Background: an optimization exercise with open tools, aiming at small area, a short achievable clock period and few clock cycles per item. Do not read the settings as production practice. In this exercise RTL edits were held to simulation tests only and were not proved equivalent to the original.

== lane 1 ==
## pe_requant
module pe_requant #(
    parameter int ACC_W  = 32,
    parameter int MULT_W = 16,
    parameter int CNT_W  = 16
) (
    input  logic              clk,
    input  logic              rst_n,
    input  logic              in_valid,
    output logic              in_ready,
    input  logic [ACC_W-1:0]  in_acc,
    input  logic [ACC_W-1:0]  in_bias,
    input  logic              in_last,
    output logic              out_valid,
    input  logic              out_ready,
    output logic [7:0]        out_data,
    output logic              out_last,
    input  logic              cfg_we,
    input  logic [MULT_W-1:0] cfg_mult,
    input  logic [4:0]        cfg_shift,
    input  logic [7:0]        cfg_zp,
    output logic              busy,
    output logic [CNT_W-1:0]  out_count
);
Settings: LEC_CHECK=0, ABC_CLOCK_PERIOD_IN_PS=4400, CAP_MARGIN=20, CORE_MARGIN=2, CORE_UTILIZATION=55, CTS_BUF_LIST=sky130_fd_sc_hd__clkbuf_4 sky130_fd_sc_hd__clkbuf_8, CTS_CLUSTER_SIZE=30, SETUP_SLACK_MARGIN=5.0, SLEW_MARGIN=20, SYNTH_HIERARCHICAL=1, SYNTH_MINIMUM_KEEP_SIZE=0; clock period 9.0 ns.
standard.sh (not shown) runs the stock make flow with config.mk's settings and CLKGATE_MAP_FILE= SYNTH_SCRIPT=/design/flow/synth_recipe.tcl, a recipe that flattens the netlist after the stock synthesis.
==> flow/flow/run.sh <==
#!/bin/bash
# Standard layout, with plain buffers (not delay buffers) on the ports and a
# clock tree without dummy loads.
export BUFFER_PORTS_ARGS="-buffer_cell sky130_fd_sc_hd__buf_1"
export CTS_ARGS="-sink_clustering_enable -repair_clock_nets -dont_use_dummy_load -sink_clustering_size 20 -sink_clustering_max_diameter 80 -buf_list {sky130_fd_sc_hd__clkbuf_8}"
bash standard.sh > standard.log 2>&1
Lane 1 closes out successfully: all stages finished, all timing, DRC and antenna checks passed.
Testbench counts of lane 1, summed over its fixed seeds: cycles 11,268, items 10,948.
Setup changes, lane 1 to lane 2
==> flow/flow/run.sh <==
#!/bin/bash
# Standard layout, with plain buffers (not delay buffers) on the ports and a
# clock tree without dummy loads.
export BUFFER_PORTS_ARGS="-buffer_cell sky130_fd_sc_hd__buf_1"
export CTS_ARGS="-sink_clustering_enable -repair_clock_nets -dont_use_dummy_load -sink_clustering_size 30 -buf_list {sky130_fd_sc_hd__clkbuf_4 sky130_fd_sc_hd__clkbuf_8}"
bash standard.sh > standard.log 2>&1
Findings:
Lane 2: routed wire length higher than lane 1. Lane 2 vs lane 1, final area went up by 1.2%. Routed length on met1 sits lower in lane 2 than in lane 1. Lane 2 | status: complete | timing, DRC, antenna: pass. For shortest clock period the worst path allows after layout, lane 1 and lane 2 come out practically identical. Diff lane 1..lane 2 | final cycle utilization of the critical path | negligible.
--- input diff lane 2..lane 3 ---
==> flow/flow/run.sh <==
#!/bin/bash
# Standard layout, with plain buffers (not delay buffers) on the ports, a clock
# tree without dummy loads, and timing repair aimed at a larger setup margin.
export BUFFER_PORTS_ARGS="-buffer_cell sky130_fd_sc_hd__buf_1"
export CTS_ARGS="-sink_clustering_enable -repair_clock_nets -dont_use_dummy_load -sink_clustering_size 24 -sink_clustering_max_diameter 90 -buf_list {sky130_fd_sc_hd__clkbuf_8 sky130_fd_sc_hd__clkbuf_16}"
sed 's/SETUP_SLACK_MARGIN=[0-9.]*/SETUP_SLACK_MARGIN=5.2/' standard.sh > standard_margin.sh
bash standard_margin.sh > standard.log 2>&1
==> comparison <==
Summary of lane 3 over lane 2: global-route wire length before repair decreased 1.5%; highest net fanout along the worst path decreased 1; fraction of area in multi-input gates increased 0.46 points. Fraction of the cycle the final worst path needs, lane 2 and lane 3: higher on lane 2. Compared with lane 2, the detailed router inserted fewer vias in lane 3. The lower cell area of lane 2 and lane 3 is in lane 2. No stage failed in lane 3, and the final checks on the layout all came back clean. Lower number of violations reported at the end of detailed-routing iteration 0 goes to lane 3 over lane 2. Relative to lane 2, utilization has gone up in lane 3. In lane 3 the proportion of cell area occupied by registers turned out 0.24 points lower than in lane 2.
### lane 3 -> lane 4
==> flow/flow/run.sh <==
#!/bin/bash
# Standard layout, with plain buffers (not delay buffers) on the ports and a
# clock tree without dummy loads.
export BUFFER_PORTS_ARGS="-buffer_cell sky130_fd_sc_hd__buf_1"
export CTS_ARGS="-sink_clustering_enable -repair_clock_nets -dont_use_dummy_load -sink_clustering_size 16 -sink_clustering_max_diameter 70 -buf_list {sky130_fd_sc_hd__clkbuf_8}"
bash standard.sh > standard.log 2>&1
==> comparison <==
Number of sequential cells in the layout: lane 3 vs lane 4 identical
For routed wire length, lane 4 and lane 3 come out practically identical.
Summary of lane 4 over lane 3: synthesized area divided by synthesized cell count now sits at about the same level, critical path data arrival time +0.05 ns.

* * *

pe_requant, a different RTL version from the one above (not shown whole).
Size: ~2200 cells after synthesis, about 250 flip-flops, ~130 I/O pins, about 22000 um2 of cells after synthesis.
==> flow/config.mk <==
export PLATFORM = sky130hd
export DESIGN_NAME = pe_requant
export DESIGN_NICKNAME = pe_requant
export VERILOG_FILES = /design/flow/design.v
export SDC_FILE = /design/flow/constraint.sdc
export NUM_CORES = 4
export LEC_CHECK = 0
export ABC_CLOCK_PERIOD_IN_PS = 4400
export CAP_MARGIN = 20
export CORE_MARGIN = 2
export CORE_UTILIZATION = 55
export CTS_BUF_LIST = sky130_fd_sc_hd__clkbuf_4 sky130_fd_sc_hd__clkbuf_8
export CTS_CLUSTER_SIZE = 30
export GPL_ROUTABILITY_DRIVEN = 0
export SETUP_SLACK_MARGIN = 5.0
export SLEW_MARGIN = 20
export SYNTH_HIERARCHICAL = 1
export SYNTH_MINIMUM_KEEP_SIZE = 0
==> flow/constraint.sdc <==
create_clock -name core_clock -period 9.0 [get_ports {clk}]
set_input_delay 1.8000 -clock core_clock [delete_from_list [all_inputs] [get_ports {clk}]]
set_output_delay 1.8000 -clock core_clock [all_outputs]
set_load 0.01 [all_outputs]
==> flow/flow/run.sh <==
#!/bin/bash
# Standard layout, with plain buffers (not delay buffers) on the ports and a
# clock tree without dummy loads.
export BUFFER_PORTS_ARGS="-buffer_cell sky130_fd_sc_hd__buf_1"
export CTS_ARGS="-sink_clustering_enable -repair_clock_nets -dont_use_dummy_load -sink_clustering_size 16 -sink_clustering_max_diameter 70 -buf_list {sky130_fd_sc_hd__clkbuf_8}"
bash standard.sh > standard.log 2>&1
The baseline passed the timing, design-rule and antenna checks.
Testbench counts at the start, summed over its fixed seeds: cycles 11,268, items 10,948.
==> next run, changes <==
- GPL_ROUTABILITY_DRIVEN: 0 -> not set
- GPL_TIMING_DRIVEN: not set -> 0
What happened:
- The changed run passed the timing, design-rule and antenna checks
- final area rises by 3.0%
- synthesized cell count does not change
- core utilization rises by 1.8 points

* * *

## run 1
pe_requant, a different RTL version from the one above (not shown whole).
Size: roughly 2400 cells after synthesis, ~240 flip-flops, roughly 130 I/O pins, ~0.023 mm2 of cells after synthesis.
export LEC_CHECK = 0
export ABC_CLOCK_PERIOD_IN_PS = 4400
export CAP_MARGIN = 20
export CORE_MARGIN = 2
export CORE_UTILIZATION = 48
export CTS_BUF_LIST = sky130_fd_sc_hd__clkbuf_4 sky130_fd_sc_hd__clkbuf_8
export CTS_CLUSTER_SIZE = 30
export SETUP_SLACK_MARGIN = 5.0
export SLEW_MARGIN = 20
export SYNTH_HIERARCHICAL = 1
export SYNTH_MINIMUM_KEEP_SIZE = 0
create_clock -name core_clock -period 9.0 [get_ports {clk}]
==> flow/flow/run.sh <==
#!/bin/bash
# Standard layout, with plain buffers (not delay buffers) on the ports and a
# clock tree without dummy loads.
export BUFFER_PORTS_ARGS="-buffer_cell sky130_fd_sc_hd__buf_1"
export CTS_ARGS="-sink_clustering_enable -repair_clock_nets -dont_use_dummy_load -sink_clustering_size 30 -buf_list {sky130_fd_sc_hd__clkbuf_4 sky130_fd_sc_hd__clkbuf_8}"
bash standard.sh > standard.log 2>&1
Testbench counts of run 1, summed over its fixed seeds: cycles 11,204, items 10,948.
## Diff of input files: run 2 against run 1
Settings: CORE_UTILIZATION changed from 48 to 55; SETUP_SLACK_MARGIN changed from 5.0 to 4.8.
Results
- Comparing run 2 against run 1, there is no change at all in clock sink count.
- Minimum period implied by the final worst setup slack: run 2 vs run 1 up 0.16 ns
- Run 2 can be clocked slower than run 1.
- Worst setup margin | run 2 below run 1
- Summary: with run 1 as the reference, detailed-routing wirelength on met1 in run 2 moved down by a few percent.
- Cell area delta (run 2 − run 1): favourable
- Diff run 1..run 2 | number of synthesized register bits | negligible
--- input diff run 2..run 3 ---
Settings: changing CORE_UTILIZATION from 55 to 62; changing SETUP_SLACK_MARGIN from 4.8 to 5.0.
In the tables for run 3 and run 2, number of well taps reads lower with run 3.
Summary: with run 2 as the reference, routability congestion estimate in run 3 moved up by a few percent.
Compared run 3 vs run 2, and via count is up in run 3.
Run 3 against run 2: die height now smaller, worst reg-to-reg setup slack now larger, register share of the cell area now smaller.
Taking run 2 as the reference point, the number of vias per cell of run 3 rises by about 5%.
Run 3 vs. run 2: final critical delay including setup and external delays shrank by 0.16 ns; synthesis-to-layout area growth higher.

* * *

job 7341:
pe_requant with an RTL version that a note above also has.
Size in the first run: ~2400 cells after synthesis, ~130 I/O pins.
==> flow/design.v (excerpt) <==
module pe_requant #(
    parameter int ACC_W  = 32,
    parameter int MULT_W = 16,
    parameter int CNT_W  = 16
) (
    input  logic              clk,
    input  logic              rst_n,
    input  logic              in_valid,
    output logic              in_ready,
    input  logic [ACC_W-1:0]  in_acc,
    input  logic [ACC_W-1:0]  in_bias,
    input  logic              in_last,
    output logic              out_valid,
    input  logic              out_ready,
    output logic [7:0]        out_data,
    output logic              out_last,
    input  logic              cfg_we,
    input  logic [MULT_W-1:0] cfg_mult,
    input  logic [4:0]        cfg_shift,
    input  logic [7:0]        cfg_zp,
    output logic              busy,
    output logic [CNT_W-1:0]  out_count
);
clock: 9.0 ns
lec_check: 0
abc_clock_period_in_ps: 4400
cap_margin: 20
core_margin: 2
core_utilization: 55
cts_buf_list: sky130_fd_sc_hd__clkbuf_4 sky130_fd_sc_hd__clkbuf_8
cts_cluster_size: 30
setup_slack_margin: 5.0
slew_margin: 20
synth_hierarchical: 1
synth_minimum_keep_size: 0
==> flow/flow/run.sh <==
#!/bin/bash
# Standard layout, with plain buffers (not delay buffers) on the ports and a
# clock tree without dummy loads.
export BUFFER_PORTS_ARGS="-buffer_cell sky130_fd_sc_hd__buf_1"
export CTS_ARGS="-sink_clustering_enable -repair_clock_nets -dont_use_dummy_load -sink_clustering_size 20 -sink_clustering_max_diameter 80 -buf_list {sky130_fd_sc_hd__clkbuf_8 sky130_fd_sc_hd__clkbuf_16}"
bash standard.sh > standard.log 2>&1
Testbench counts of job 7341, summed over its fixed seeds: cycles 11,268, items 10,948.
[inputs] job 9839 vs job 7341
- a change of ABC_CLOCK_PERIOD_IN_PS from 4400 to 5200
==> flow/flow/run.sh <==
#!/bin/bash
# Standard layout, with plain buffers (not delay buffers) on the ports and a
# clock tree without dummy loads.
export BUFFER_PORTS_ARGS="-buffer_cell sky130_fd_sc_hd__buf_1"
export CTS_ARGS="-sink_clustering_enable -repair_clock_nets -dont_use_dummy_load -sink_clustering_size 30 -buf_list {sky130_fd_sc_hd__clkbuf_4 sky130_fd_sc_hd__clkbuf_8}"
bash standard.sh > standard.log 2>&1
==> comparison <==
- Routability congestion estimate from global placement: job 9839 vs job 7341 identical
- The clock-buffer cell count in job 7341 is 0.47 times that in job 9839.
- The final cell count of job 9839 is higher than that of job 7341.
- Job 9839 contains more vias than job 7341.
- Diff job 7341..job 9839 | final worst-path setup slack | negligible
- Number of vias per cell after detailed routing: job 9839 vs job 7341, no meaningful difference
- Job 9839 ended with every stage complete and zero timing, DRC or antenna violations.
- Comparing job 9839 and job 7341, the higher number of iterations in the first detailed-routing pass was measured on job 9839.
- Wire length on met3 of job 9839 exceeds that of job 7341 by a few percent.
- In job 9839 the transition time of the tightest slew-check pin turned out 3.6 ps lower than in job 7341.

## afterwards: timing with drivers on the ports
The results above use ideal ports. As a check the final layouts listed here were re-extracted and re-timed, cells and wires unchanged. Step 1, drivers: a clkbuf_16 drives clk and a buf_2 each remaining input, both assumed. Step 2 times the ports against the registers' clock, not the clock port: input delays grow and output delays shrink by t, the midpoint of the rising clock arrivals with the driver on. a / b / c = no drivers / after step 1 / after step 2; a / b = the first two.
| run | t (ns) | setup slack, ns | hold WS [ns] | slew at the worst register clock pin (ns) | pins driven straight from the clock port |
|---|---|---|---|---|---|
| lane 1 | 0.631 | 5.015 / 4.996 / 4.590 | 0.340 / 0.340 / 0.340 | 0.12 / 0.12 | 1 |
| lane 2 | 0.641 | 5.016 / 4.996 / 4.567 | 0.324 / 0.324 / 0.324 | 0.07 / 0.07 | 1 |
| lane 3 | 0.566 | 5.063 / 5.029 / 4.689 | 0.335 / 0.335 / 0.335 | 0.10 / 0.10 | 1 |
| lane 4 | 0.639 | 5.006 / 4.984 / 4.592 | 0.337 / 0.337 / 0.337 | 0.10 / 0.10 | 1 |
| the first run of note 2 | 0.619 | 5.006 / 4.982 / 4.537 | 0.334 / 0.334 / 0.334 | 0.10 / 0.10 | 1 |
| the second run of note 2 | 0.621 | 5.018 / 5.018 / 4.533 | 0.335 / 0.335 / 0.335 | 0.11 / 0.11 | 1 |
| run 1 | 0.628 | 5.017 / 4.996 / 4.426 | 0.288 / 0.288 / 0.288 | 0.06 / 0.06 | 1 |
| run 2 | 0.645 | 4.854 / 4.854 / 4.362 | 0.321 / 0.321 / 0.321 | 0.06 / 0.06 | 1 |
| run 3 | 0.622 | 5.015 / 4.987 / 4.491 | 0.343 / 0.343 / 0.343 | 0.06 / 0.06 | 1 |
| job 7341 | 0.578 | 5.015 / 4.996 / 4.602 | 0.332 / 0.332 / 0.332 | 0.08 / 0.08 | 1 |
| job 9839 | 0.641 | 5.016 / 4.996 / 4.567 | 0.324 / 0.324 / 0.324 | 0.07 / 0.07 | 1 |
After both steps setup and hold are still met in every run listed. For run 1, which loses most, drivers alone change the setup slack by -0.021 ns; drivers and shift together by -0.591 ns.
